What follows belongs to an exercise in optimizing a design on an open flow for small area and a short achievable clock period; a production flow would make more cautious choices. Where RTL was checked, it was by simulation tests only, not by an equivalence proof against the original.

==> flow/design.v (excerpt) <==
module enigmaMachine (
    input  logic                load,
    input  logic                reset,
    input  logic                keyValid,
    input  logic                setPositions,
    input  enigmaPkg::asciiChar keyChar,
    input  enigmaPkg::rotorPos  startPosition1,
    input  enigmaPkg::rotorPos  startPosition2,
    input  enigmaPkg::rotorPos  startPosition3,
    output logic                outValid,
    output enigmaPkg::asciiChar outChar
);
    function automatic logic [4:0] lutPlugIn(input logic [4:0] v);
        case (v)
            5'd1: lutPlugIn = 5'd14;
            5'd2: lutPlugIn = 5'd18;
            5'd3: lutPlugIn = 5'd22;
            5'd4: lutPlugIn = 5'd12;
            5'd5: lutPlugIn = 5'd0;
            5'd6: lutPlugIn = 5'd7;
            5'd7: lutPlugIn = 5'd11;
            5'd8: lutPlugIn = 5'd5;
            5'd9: lutPlugIn = 5'd17;
            5'd10: lutPlugIn = 5'd25;
            5'd11: lutPlugIn = 5'd3;
            5'd12: lutPlugIn = 5'd8;
            5'd13: lutPlugIn = 5'd4;
            5'd14: lutPlugIn = 5'd20;
            5'd15: lutPlugIn = 5'd24;
            5'd16: lutPlugIn = 5'd13;
            5'd17: lutPlugIn = 5'd15;
            5'd18: lutPlugIn = 5'd21;
            5'd19: lutPlugIn = 5'd10;
            5'd20: lutPlugIn = 5'd23;
            5'd21: lutPlugIn = 5'd9;
            5'd22: lutPlugIn = 5'd16;
            5'd23: lutPlugIn = 5'd1;
            5'd24: lutPlugIn = 5'd6;
            5'd25: lutPlugIn = 5'd2;
            5'd26: lutPlugIn = 5'd19;
            default: lutPlugIn = 5'd0;
        endcase
    endfunction
    function automatic logic [4:0] lutR1Inv(input logic [4:0] v);
        case (v)
            5'd0: lutR1Inv = 5'd8;
            5'd1: lutR1Inv = 5'd5;
            5'd2: lutR1Inv = 5'd2;
            5'd3: lutR1Inv = 5'd25;
            5'd4: lutR1Inv = 5'd11;
            5'd5: lutR1Inv = 5'd24;
            5'd6: lutR1Inv = 5'd21;
            5'd7: lutR1Inv = 5'd1;
            5'd8: lutR1Inv = 5'd10;
            5'd9: lutR1Inv = 5'd7;
  ...
Size in the first run: about 30 flip-flops, roughly 36 I/O pins.
==> flow/config.mk <==
export PLATFORM = sky130hd
export DESIGN_NAME = enigmaMachine
export DESIGN_NICKNAME = enigmaMachine
export VERILOG_FILES = /design/flow/design.v
export SDC_FILE = /design/flow/constraint.sdc
export NUM_CORES = 4
export LEC_CHECK = 0
export ABC_AREA = 1
export CAP_MARGIN = 20
export CORE_MARGIN = 2
export CORE_UTILIZATION = 20
export SLEW_MARGIN = 20
==> flow/constraint.sdc <==
create_clock -name core_clock -period 30.0 [get_ports {load}]
set_input_delay 6.0000 -clock core_clock [delete_from_list [all_inputs] [get_ports {load}]]
set_output_delay 6.0000 -clock core_clock [all_outputs]
set_load 0.01 [all_outputs]
standard.sh (not shown) runs the stock make flow with config.mk's settings and CLKGATE_MAP_FILE= SYNTH_SCRIPT=/design/flow/synth_recipe.tcl, a recipe that flattens the netlist after the stock synthesis.
==> flow/flow/run.sh <==
#!/bin/bash
# Standard layout with these changes:
#  * synthesis: no ADDER_MAP_FILE, so Yosys extracts no half/full adder cells and ABC can
#    restructure the modulo-26 adders;
#  * synthesis: ABC maps with flow/abc_area_resyn.script (the ORFS area script preceded by
#    two rounds of AIG rewriting);
#  * placement: every port still gets its buffer, but as buf_2 (BUFFER_PORTS_ARGS) rather
#    than the slow delay-cell buffer the default choice ends up with.
# The synthesis script is synth_recipe.tcl with ORFS's synth.tcl inlined and only
# its abc call changed, so registers are mapped and named exactly as in the
# standard synthesis.  Each tool's log stays under orfs/logs; make's output is
# in make.log.
set -euo pipefail
here=$(pwd)
abc_script=$here/flow/abc_area_resyn.script
{
  head -n 1 synth_recipe.tcl
  sed "s|log_cmd abc {\*}\$abc_args|log_cmd abc -script $abc_script {*}[lrange \$abc_args 2 end]|" \
      "$FLOW_HOME/scripts/synth.tcl"
  tail -n +3 synth_recipe.tcl
} > synth_custom.tcl
grep -q "abc -script $abc_script" synth_custom.tcl
bash standard.sh BUFFER_PORTS_ARGS="-buffer_cell sky130_fd_sc_hd__buf_2" ADDER_MAP_FILE= SYNTH_SCRIPT="$here/synth_custom.tcl" finish > make.log 2>&1
==> flow/flow/abc_area_resyn.script <==
strash
balance; rewrite; refactor; balance; rewrite; rewrite -z; balance; refactor -z; rewrite -z; balance
balance; rewrite; refactor; balance; rewrite; rewrite -z; balance; refactor -z; rewrite -z; balance
dch
map -B 0.9
topo
stime -c
buffer -c
upsize -c
dnsize -c
The baseline finished clean.
Rerun with:
--- a/flow/design.v
+++ b/flow/design.v
@@ -195,21 +195,49 @@
             5'd29: lutRefl = 5'd9;
             5'd30: lutRefl = 5'd14;
             5'd31: lutRefl = 5'd16;
             default: lutRefl = 5'd0;
         endcase
     endfunction
     function automatic logic [4:0] lutR3(input logic [4:0] v);
-        logic [31:0] hot;
-        hot = 32'd1 << v;
-        lutR3[0] = |(hot & 32'h9d86a5a7);
-        lutR3[1] = |(hot & 32'h80d3f0e0);
-        lutR3[2] = |(hot & 32'hc4338d71);
-        lutR3[3] = |(hot & 32'hd69c1035);
-        lutR3[4] = |(hot & 32'h13226644);
+        case (v)
+            5'd0: lutR3 = 5'd13;
+            5'd1: lutR3 = 5'd1;
+            5'd2: lutR3 = 5'd25;
+            5'd3: lutR3 = 5'd0;
+            5'd4: lutR3 = 5'd12;
+            5'd5: lutR3 = 5'd15;
+            5'd6: lutR3 = 5'd22;
+            5'd7: lutR3 = 5'd3;
+            5'd8: lutR3 = 5'd5;
+            5'd9: lutR3 = 5'd16;
+            5'd10: lutR3 = 5'd21;
+            5'd11: lutR3 = 5'd4;
+            5'd12: lutR3 = 5'd10;
+            5'd13: lutR3 = 5'd19;
+            5'd14: lutR3 = 5'd18;
+            5'd15: lutR3 = 5'd7;
+            5'd16: lutR3 = 5'd6;
+            5'd17: lutR3 = 5'd23;
+            5'd18: lutR3 = 5'd9;
+            5'd19: lutR3 = 5'd8;
+            5'd20: lutR3 = 5'd14;
+            5'd21: lutR3 = 5'd20;
+            5'd22: lutR3 = 5'd2;
+            5'd23: lutR3 = 5'd11;
+            5'd24: lutR3 = 5'd17;
+            5'd25: lutR3 = 5'd24;
+            5'd26: lutR3 = 5'd13;
+            5'd27: lutR3 = 5'd1;
+            5'd28: lutR3 = 5'd25;
+            5'd29: lutR3 = 5'd0;
+            5'd30: lutR3 = 5'd12;
+            5'd31: lutR3 = 5'd15;
+            default: lutR3 = 5'd0;
+        endcase
     endfunction
     function automatic logic [4:0] lutR2(input logic [4:0] v);
         case (v)
             5'd0: lutR2 = 5'd13;
             5'd1: lutR2 = 5'd19;
             5'd2: lutR2 = 5'd2;
             5'd3: lutR2 = 5'd8;
@@ -407,50 +435,50 @@
     assign carry2      = carry1 && (p2 == LAST);
     assign d12 = sub26(p1, p2);
     assign d23 = sub26(p2, p3);
     logic [4:0] s0, s1, s2, s3, s4, s5, s6, s7;
     logic [4:0] cipherIdx;
     logic [7:0] held;
     logic       heldLetter;
-    logic [4:0] heldOff5;
+    logic [4:0] heldOff4;
     logic       p1Zero, p2Zero;
     logic [4:0] p1Old, d12Old, d23Old, p3Old;
     assign p1Zero = (p1 == 5'd0);
     assign p2Zero = (p2 == 5'd0);
     assign p1Old  = dec26(p1);
     assign d12Old = p1Zero ? d12 : dec26(d12);
     assign d23Old = (p1Zero && !p2Zero) ? dec26(d23) : d23;
     assign p3Old  = (p1Zero && p2Zero) ? dec26(p3) : p3;
     assign s0 = subOff(lutPlugIn(keyChar[4:0]), p1);
     assign s1 = addOff(lutR1Inv(s0), d12);
     assign s2 = addOff(lutR2Inv(s1), d23);
     assign s3 = addOff(lutR3Inv(s2), p3);
-    assign s4 = subOff(lutRefl(s3), p3);
     always_ff @(posedge load) begin
         if (reset) begin
             outValid   <= 1'b0;
             held       <= '0;
             heldLetter <= 1'b0;
         end else begin
             outValid <= keyAccepted;
             if (keyAccepted) begin
-                held       <= isLetter ? {3'b000, s4} : keyChar;
+                held       <= isLetter ? {3'b000, lutRefl(s3)} : keyChar;
                 heldLetter <= isLetter;
             end else if (setPositions && heldLetter) begin
                 held       <= outChar;
                 heldLetter <= 1'b0;
             end
         end
     end
     always_ff @(posedge load) begin
         if (step1) begin
-            heldOff5 <= d23;
+            heldOff4 <= p3;
         end
     end
-    assign s5 = subOff(lutR3(held[4:0]), heldOff5);
+    assign s4 = subOff(held[4:0], heldOff4);
+    assign s5 = subOff(lutR3(s4), d23Old);
     assign s6 = subOff(lutR2(s5), d12Old);
     assign s7 = addOff(lutR1(s6), p1Old);
     assign cipherIdx = lutPlugOut(s7);
     assign outChar = heldLetter ? {3'b010, cipherIdx} : held;
     always_ff @(posedge load) begin
         if (reset) begin
             p1 <= '0;
Result: Register-to-register slack gets better by 1.3 ns. Non-clock buffer count is higher by 1. Fmax climbs by roughly a tenth. Worst setup slack gets better by 1.2 ns.
The RTL of the first run of this note was laid out without a check of its function.

oak:
enigmaMachine, a different RTL version from the one above (not shown whole).
For scale: roughly 1200 cells after synthesis, roughly 30 flip-flops, roughly 36 I/O pins, ~6600 um2 of cells after synthesis.
Settings: LEC_CHECK=0, ABC_AREA=1, CAP_MARGIN=20, CORE_MARGIN=2, CORE_UTILIZATION=20, SLEW_MARGIN=20; clock period 30.0 ns.
Scripts as last shown in full above: flow/flow/run.sh, flow/flow/abc_area_resyn.script
Input changes introduced in pine (baseline for comparison: oak):
-- flow/design.v --
<<< oak, line 385
        wrap26 = (p >= 5'd26) ? 5'(p - 5'd26) : p;
    endfunction
    function automatic logic [4:0] dec26(input logic [4:0] p);
        dec26 = (p == 5'd0) ? 5'd25 : 5'(p - 5'd1);
    endfunction
    function automatic logic [4:0] inc26(input logic [4:0] p);
        inc26 = (p == 5'd25) ? 5'd0 : p + 5'd1;
>>> pine, line 385
        wrap26 = (p >= 5'd26) ? 5'(p - 5'd26) : p;
    endfunction
    function automatic logic [4:0] inc26(input logic [4:0] p);
        inc26 = (p == 5'd25) ? 5'd0 : p + 5'd1;
<<< oak, line 408
    logic [7:0] held;
    logic       heldLetter;
    logic [4:0] heldOff4;
    logic       p1Zero, p2Zero;
    logic [4:0] p1Old, d12Old, d23Old, p3Old;
    assign p1Zero = (p1 == 5'd0);
    assign p2Zero = (p2 == 5'd0);
    assign p1Old  = dec26(p1);
    assign d12Old = p1Zero ? d12 : dec26(d12);
    assign d23Old = (p1Zero && !p2Zero) ? dec26(d23) : d23;
    assign p3Old  = (p1Zero && p2Zero) ? dec26(p3) : p3;
    assign s0 = subOff(lutPlugIn(keyChar[4:0]), p1);
    assign s1 = addOff(lutR1Inv(s0), d12);
    assign s2 = addOff(lutR2Inv(s1), d23);
    assign s3 = addOff(lutR3Inv(s2), p3);
    always_ff @(posedge load) begin
        if (reset) begin
>>> pine, line 405
    logic [7:0] held;
    logic       heldLetter;
    logic [4:0] heldOff5;
    logic [4:0] heldOff6;
    logic [4:0] heldOff7;
    assign s0 = subOff(lutPlugIn(keyChar[4:0]), p1);
    assign s1 = addOff(lutR1Inv(s0), d12);
    assign s2 = addOff(lutR2Inv(s1), d23);
    assign s3 = addOff(lutR3Inv(s2), p3);
    assign s4 = subOff(lutRefl(s3), p3);
    always_ff @(posedge load) begin
        if (reset) begin
<<< oak, line 429
            outValid <= keyAccepted;
            if (keyAccepted) begin
                held       <= isLetter ? {3'b000, lutRefl(s3)} : keyChar;
                heldLetter <= isLetter;
            end else if (setPositions && heldLetter) begin
                held       <= outChar;
                heldLetter <= 1'b0;
            end
        end
>>> pine, line 421
            outValid <= keyAccepted;
            if (keyAccepted) begin
                held       <= {keyChar[7:5], isLetter ? lutR3(s4) : keyChar[4:0]};
                heldLetter <= isLetter;
            end
        end
<<< oak, line 439
    always_ff @(posedge load) begin
        if (step1) begin
            heldOff4 <= p3;
        end
    end
    assign s4 = subOff(held[4:0], heldOff4);
    assign s5 = subOff(lutR3(s4), d23Old);
    assign s6 = subOff(lutR2(s5), d12Old);
    assign s7 = addOff(lutR1(s6), p1Old);
    assign cipherIdx = lutPlugOut(s7);
    assign outChar = heldLetter ? {3'b010, cipherIdx} : held;
    always_ff @(posedge load) begin
        if (reset) begin
>>> pine, line 428
    always_ff @(posedge load) begin
        if (step1) begin
            heldOff5 <= d23;
            heldOff6 <= d12;
            heldOff7 <= p1;
        end
    end
    assign s5 = subOff(held[4:0], heldOff5);
    assign s6 = subOff(lutR2(s5), heldOff6);
    assign s7 = addOff(lutR1(s6), heldOff7);
    assign cipherIdx = lutPlugOut(s7);
    assign outChar = {held[7:5], heldLetter ? cipherIdx : held[4:0]};
    always_ff @(posedge load) begin
        if (reset) begin
### Flow results
Looking at slowest cell on the critical path, the xor2_1 result is from pine; the dfxtp_1 one comes from oak. Looking at clock buffer count in the final layout, pine sits above oak. The run showing the smaller global-route usage is pine. [pine] routed wire length per instance rose about 1.8% relative to oak. Delta (pine minus oak): area growth from synthesis to layout fell 0.58 points; post-synthesis area per instance rose 0.46 um2; worst-case setup margin in the final layout fell 1.25 ns. pine vs. oak: clock transition at the registers of the reported paths shows no meaningful change; cell area -170 um2; routed length on met3 decreased 500 um; routed wire length fell about 5.6%.
No functional check of the RTL was part of any run of this note.

[afterwards: timing with drivers on the ports]
The flow's constraints put no driver on any port. The routed layouts listed below were extracted and timed again, unchanged, in two steps. Step 1 (the two cells are an assumption about what drives the block):
set clk [get_ports {load}]
set_driving_cell -lib_cell sky130_fd_sc_hd__clkbuf_16 $clk
set_driving_cell -lib_cell sky130_fd_sc_hd__buf_2 [delete_from_list [all_inputs] $clk]
Step 2, shift: input delay + t, output delay - t, t = (earliest + latest rising clock arrival at the registers) / 2. This alone moves slack from input paths to output paths. a / b / c = no drivers / after step 1 / after step 2; a / b = the first two.
| run | t (ns) | setup slack, ns | hold slack, ns | worst setup path at the end | cell pins on the clock port's net |
|---|---|---|---|---|---|
| the first run of note 1 | 0.318 | 16.099 / 16.061 / 16.379 | 0.468 / 0.468 / 0.468 | register to output | 1 |
| the second run of note 1 | 0.303 | 17.255 / 17.229 / 17.532 | 0.468 / 0.468 / 0.468 | register to output | 1 |
| oak | 0.306 | 16.418 / 16.388 / 16.694 | 0.465 / 0.465 / 0.465 | register to output | 1 |
| pine | 0.311 | 15.166 / 15.130 / 15.441 | 0.519 / 0.519 / 0.519 | register to output | 1 |
After both steps every run listed still meets setup and hold.
